Source: an optimization exercise on an open RTL-to-GDS flow (aim: small area). Production flows keep margins and buffers that such runs may drop. Where RTL was checked, it was by simulation tests only, not by an equivalence proof against the original. The clock port is modelled as an ideal driver; clocking choices that lean on that would not hold on a real chip. Power is estimated from default activity; no workload was simulated.

Setup of v6:
Design poker_table, start of the top module:
module poker_table
#(
	parameter poker_money_pkg::chip_t START_CHIPS = 15'd2000
)
(
	input logic clock,
	input logic resetn,
	input logic start,
	input logic action_valid,
	input poker_flow_pkg::action_t action,
	input logic showdown_valid,
	input poker_flow_pkg::winner_t showdown_winner,
	output logic action_ready,
	output logic showdown_ready,
	output poker_money_pkg::seat_t to_act,
	output poker_flow_pkg::street_t street,
	output poker_money_pkg::chip_t stack0,
	output poker_money_pkg::chip_t stack1,
	output poker_money_pkg::chip_t bet0,
	output poker_money_pkg::chip_t bet1,
	output poker_money_pkg::chip_t pot,
	output logic hand_over,
	output logic match_over,
	output poker_money_pkg::seat_t match_winner
);
	typedef logic [11:0] amt_t;	 
	localparam amt_t START = amt_t'(START_CHIPS);
	localparam amt_t ALL = amt_t'(2 * START_CHIPS);
	localparam amt_t SB = amt_t'(poker_money_pkg::SMALL_BLIND);
	localparam amt_t BB = amt_t'(poker_money_pkg::BIG_BLIND);
	localparam logic [3:0] S_IDLE = 4'd15;
	localparam logic [3:0] S_RESET = 4'd8;
	localparam logic [3:0] S_NEW_HAND = 4'd3;
	localparam logic [3:0] S_BLINDS = 4'd5;
  ...
Size: ~750 cells after synthesis, roughly 94 I/O pins.
clock: 15.0 ns
lec_check: 0
cap_margin: 10
core_margin: 2
core_utilization: 60
gpl_timing_driven: 0
slew_margin: 10
standard.sh (not shown) runs the stock make flow with config.mk's settings and CLKGATE_MAP_FILE= SYNTH_SCRIPT=/design/flow/synth_recipe.tcl, a recipe that flattens the netlist after the stock synthesis.
==> flow/flow/run.sh <==
#!/bin/bash
# The standard layout (standard.sh, with the standard synthesis unchanged), plus:
# - after floorplan, OpenROAD's restructure re-maps the combinational logic for area; the
#   registers keep their names and cells. Three candidates (restructure run 1, 2 or 3 times,
#   flow/restructure_cand.tcl) are made from the same floorplan and the smallest one is kept.
#   restructure reads a copy of the platform liberty without its don't-use cells
#   (flow/filter_lib.py);
# - synthesis buffers are removed at floorplan, every port still gets a buffer but of the
#   smallest buffer cell; the constant outputs share one tie cell;
# - the clock tree is built by hand before CTS (flow/clocktree.tcl): a root clock buffer and five
#   leaf clock buffers, one per fifth of the registers.
# Each tool's output goes to a log of its own here; each ORFS step also logs under orfs/logs/.
set -uo pipefail
RES="$PWD/orfs/results/$FLOW_PLATFORM/poker_table/base"
python3 flow/filter_lib.py "$FLOW_HOME/platforms/sky130hd/lib/sky130_fd_sc_hd__tt_025C_1v80.lib" \
  "$PWD/hd_nodontuse.lib" > filter_lib.log 2>&1
export REMOVE_ABC_BUFFERS=1
export SKIP_REPAIR_TIE_FANOUT=1
export BUFFER_PORTS_ARGS="-buffer_cell sky130_fd_sc_hd__buf_1"
export PRE_CTS_TCL="$PWD/flow/clocktree.tcl"
export CTS_ARGS="-sink_clustering_enable -repair_clock_nets -buf_list sky130_fd_sc_hd__clkbuf_8 -dont_use_dummy_load -clk_nets clock"

bash standard.sh "$RES/2_1_floorplan.odb" > standard_flow_floorplan.log 2>&1

best=""
best_area=""
if [[ -f "$RES/2_1_floorplan.odb" ]]; then
  cp "$RES/2_1_floorplan.odb" "$PWD/floorplan_before_restructure.odb"
  for k in 1 2 3; do
    RS_PLATFORM_LIB="$FLOW_HOME/platforms/sky130hd/lib/sky130_fd_sc_hd__tt_025C_1v80.lib" \
    RS_IN="$PWD/floorplan_before_restructure.odb" RS_SDC="$RES/2_1_floorplan.sdc" \
    RESTRUCT_LIB="$PWD/hd_nodontuse.lib" RESTRUCT_DIR="$PWD/restructure_work_$k" \
    RS_ITERS=$k RS_OUT="$PWD/restructure_cand_$k.odb" \
      openroad -no_init -exit flow/restructure_cand.tcl > restructure_cand_$k.log 2>&1 &
  done
  wait
  for k in 1 2 3; do
    a=$(sed -n 's/^restructure_cand: area //p' restructure_cand_$k.log)
    if [[ -n "$a" && -f "restructure_cand_$k.odb" ]]; then
      if [[ -z "$best" ]] || python3 -c "import sys; sys.exit(0 if $a < $best_area else 1)"; then
        best=$k; best_area=$a
      fi
    fi
  done
  echo "restructure candidates: kept $best (area $best_area)" > restructure_choice.log
  if [[ -n "$best" ]]; then
    cp "restructure_cand_$best.odb" "$RES/2_1_floorplan.odb"
  fi
fi

bash standard.sh > standard_flow.log 2>&1
Other scripts of this flow, unchanged in this note and not shown: flow/flow/clocktree.tcl, flow/flow/filter_lib.py, flow/flow/restructure_cand.tcl
Setup changes, v6 to v7
--- a/flow/design.v
+++ b/flow/design.v
@@ -106,14 +106,17 @@
 		c = 1'b1;
 		for (int i = 0; i < 12; i++)
 			c = (a[i] & !b[i]) | (c & (a[i] | !b[i]));
 		f_ge = c;
 	endfunction
 	logic [3:0] state, next_state;
 	amt_t t0, t1, b0, b1;	 
+	logic [10:0] b0_q, b1_q;
+	assign b0 = {1'b0, b0_q};
+	assign b1 = {1'b0, b1_q};
 	logic loaded;	 
 	logic r_s1, r_split;	 
 	logic first;	 
 	logic bbs;	 
 	logic [2:0] street_q;
 	logic to_act_q, mw;
 	amt_t s0, s1, p;
@@ -236,29 +239,29 @@
 		r_split <= (state == S_WAIT) ? 1'b0 : (showdown_winner[0] == showdown_winner[1]);
 		first <= (state == S_WAIT) ? first : (state != S_APPLY);
 		if (!resetn)
 		begin
 			state <= S_IDLE;
 			t0 <= '0;
 			t1 <= '0;
-			b0 <= '0;
-			b1 <= '0;
+			b0_q <= '0;
+			b1_q <= '0;
 			loaded <= 1'b0;
 			bbs <= 1'b0;
 			street_q <= 3'd0;
 			to_act_q <= 1'b0;
 			mw <= 1'b0;
 		end
 		else
 		begin
 			state <= next_state;
 			t0 <= t0_n;
 			t1 <= t1_n;
-			b0 <= b0_n;
-			b1 <= b1_n;
+			b0_q <= b0_n[10:0];
+			b1_q <= b1_n[10:0];
 			case (state)
 				S_RESET:
 				begin
 					loaded <= 1'b1;
 					bbs <= 1'b0;
 					to_act_q <= bbs;
 					street_q <= 3'd0;
v7 against v6: total power now smaller, die area rose 1.3%, global-route usage picked up an extra 0.69 points, worst setup slack saw an increase.
Switching power share of the total: v7 < v6
Diff v6 -> v7: routed wire length went up, number of antenna repair diodes moved up, total placed instance area went down.


Setup of rev 12:
Another version of the RTL of poker_table (not shown whole).
For scale: roughly 780 cells after synthesis, ~62 flip-flops, ~6400 µm² of cells after synthesis.
==> flow/config.mk <==
export PLATFORM = sky130hd
export DESIGN_NAME = poker_table
export DESIGN_NICKNAME = poker_table
export VERILOG_FILES = /design/flow/design.v
export SDC_FILE = /design/flow/constraint.sdc
export NUM_CORES = 4
export LEC_CHECK = 0
export CAP_MARGIN = 10
export CORE_MARGIN = 2
export CORE_UTILIZATION = 60
export GPL_TIMING_DRIVEN = 0
export SLEW_MARGIN = 10
==> flow/constraint.sdc <==
create_clock -name core_clock -period 15.0 [get_ports {clock}]
set_input_delay 3.0000 -clock core_clock [delete_from_list [all_inputs] [get_ports {clock}]]
set_output_delay 3.0000 -clock core_clock [all_outputs]
set_load 0.01 [all_outputs]
==> flow/flow/run.sh <==
#!/bin/bash
# The standard layout (standard.sh, with the standard synthesis unchanged), plus:
# - after floorplan, OpenROAD's restructure re-maps the combinational logic for area; the
#   registers keep their names and cells. Three candidates (restructure run 1, 2 or 3 times,
#   flow/restructure_cand.tcl) are made from the same floorplan and the smallest one is kept.
#   restructure reads a copy of the platform liberty without its don't-use cells
#   (flow/filter_lib.py);
# - synthesis buffers are removed at floorplan, every port still gets a buffer but of the
#   smallest buffer cell; the constant outputs share one tie cell;
# - the clock tree is built by hand before CTS (flow/clocktree.tcl): a root clock buffer and four
#   leaf clock buffers, one per quarter of the registers.
# Each tool's output goes to a log of its own here; each ORFS step also logs under orfs/logs/.
set -uo pipefail
RES="$PWD/orfs/results/$FLOW_PLATFORM/poker_table/base"
python3 flow/filter_lib.py "$FLOW_HOME/platforms/sky130hd/lib/sky130_fd_sc_hd__tt_025C_1v80.lib" \
  "$PWD/hd_nodontuse.lib" > filter_lib.log 2>&1
export REMOVE_ABC_BUFFERS=1
export SKIP_REPAIR_TIE_FANOUT=1
export BUFFER_PORTS_ARGS="-buffer_cell sky130_fd_sc_hd__buf_1"
export PRE_CTS_TCL="$PWD/flow/clocktree.tcl"
export CTS_ARGS="-sink_clustering_enable -repair_clock_nets -buf_list sky130_fd_sc_hd__clkbuf_8 -dont_use_dummy_load -clk_nets clock"

bash standard.sh "$RES/2_1_floorplan.odb" > standard_flow_floorplan.log 2>&1

best=""
best_area=""
if [[ -f "$RES/2_1_floorplan.odb" ]]; then
  cp "$RES/2_1_floorplan.odb" "$PWD/floorplan_before_restructure.odb"
  for k in 1 2 3; do
    RS_PLATFORM_LIB="$FLOW_HOME/platforms/sky130hd/lib/sky130_fd_sc_hd__tt_025C_1v80.lib" \
    RS_IN="$PWD/floorplan_before_restructure.odb" RS_SDC="$RES/2_1_floorplan.sdc" \
    RESTRUCT_LIB="$PWD/hd_nodontuse.lib" RESTRUCT_DIR="$PWD/restructure_work_$k" \
    RS_ITERS=$k RS_OUT="$PWD/restructure_cand_$k.odb" \
      openroad -no_init -exit flow/restructure_cand.tcl > restructure_cand_$k.log 2>&1 &
  done
  wait
  for k in 1 2 3; do
    a=$(sed -n 's/^restructure_cand: area //p' restructure_cand_$k.log)
    if [[ -n "$a" && -f "restructure_cand_$k.odb" ]]; then
      if [[ -z "$best" ]] || python3 -c "import sys; sys.exit(0 if $a < $best_area else 1)"; then
        best=$k; best_area=$a
      fi
    fi
  done
  echo "restructure candidates: kept $best (area $best_area)" > restructure_choice.log
  if [[ -n "$best" ]]; then
    cp "restructure_cand_$best.odb" "$RES/2_1_floorplan.odb"
  fi
fi

bash standard.sh > standard_flow.log 2>&1
Other scripts of this flow, unchanged in this note and not shown: flow/flow/clocktree.tcl, flow/flow/filter_lib.py, flow/flow/restructure_cand.tcl
--- input diff rev 12..rev 13 ---
--- a/flow/design.v
+++ b/flow/design.v
@@ -172,21 +172,21 @@
 	assign nb_load = raise_ok || (!is_fold && (!zo || lo));
 	assign n_tg = raise_ok;
 	assign n_t0 = !raise_ok && (use_mt ? tt : (!to_act_q && !l0));
 	assign n_t1 = !raise_ok && (use_mt ? !tt : (to_act_q && !l1));
 	assign n_b0 = !raise_ok && !use_mt && to_act_q && l1;
 	assign n_b1 = !raise_ok && !use_mt && !to_act_q && l0;
 	logic take_action, empty;
 	assign take_action = (state == S_WAIT) && action_valid;
 	assign empty = z0 || z1;
 	amt_t v, kv;
-	assign v = r_s1 ? s0 : f_add(s1, {12{r_split}} & (p >> 1), 1'b0);
+	assign v = r_s1 ? s0 : (r_split ? f_add({!dt_c, dt[11:1]}, ALL >> 1, 1'b0) : s1);
 	assign kv = f_sub(ALL, v);
 	always_comb
 	begin
 		next_state = state;
 		case (state)
 			S_IDLE, S_MATCH_OVER: if (start) next_state = S_RESET;
 			S_RESET: next_state = S_NEW_HAND;
 			S_NEW_HAND: next_state = empty ? S_MATCH_OVER : S_BLINDS;
 			S_BLINDS: next_state = S_WAIT;
 			S_WAIT:
Notes after the runs:
Rev 13 completed every stage of the flow, and the final layout passed the timing, design-rule and antenna checks. Multi-input combinational gate total (rev 13 vs. rev 12) decreases slightly. [compare] base=rev 12 new=rev 13: met2 track utilization from global routing went down 1.9 points; final period demand of the worst path moved up; routed wire length has increased; first-pass iteration count of the detailed router now larger. Summary of the comparison: total power is higher in rev 13, relative to rev 12. The core of rev 13 is more densely filled than that of rev 12. Transition time of the tightest slew-check pin for rev 13: 110 ps down relative to rev 12. In rev 13, the clock share of power came out 4.3 points below the value in rev 12.
Function not checked in rev 12: the RTL went through the layout flow alone.

==> port drivers added, routing unchanged <==
The results above use ideal ports. As a check the final layouts listed here were re-extracted and re-timed, cells and wires unchanged.
Step 1 (the two cells are an assumption about what drives the block):
set clk [get_ports {clock}]
set_driving_cell -lib_cell sky130_fd_sc_hd__clkbuf_16 $clk
set_driving_cell -lib_cell sky130_fd_sc_hd__buf_2 [delete_from_list [all_inputs] $clk]
Step 2 moves the port delays by t, midway between the first and last clock arrival at a register: inputs arrive t later, outputs are due t later. That takes back most of the time a late clock gives input paths.
a / b / c = no drivers / after step 1 / after step 2; a / b = the first two.
run | t, ns | setup slack, ns | worst setup path after step 2
v6 | 0.456 | 5.539 / 5.539 / 5.539 | register to register
v7 | 0.461 | 6.042 / 6.006 / 6.179 | register to register
rev 12 | 0.456 | 5.782 / 5.782 / 5.782 | register to register
rev 13 | 0.440 | 5.748 / 5.747 / 5.747 | register to register
After both steps setup and hold are still met in every run listed. The setup slack of rev 13, which loses most, moves by -0.001 ns with the drivers and by -0.001 ns with both steps.
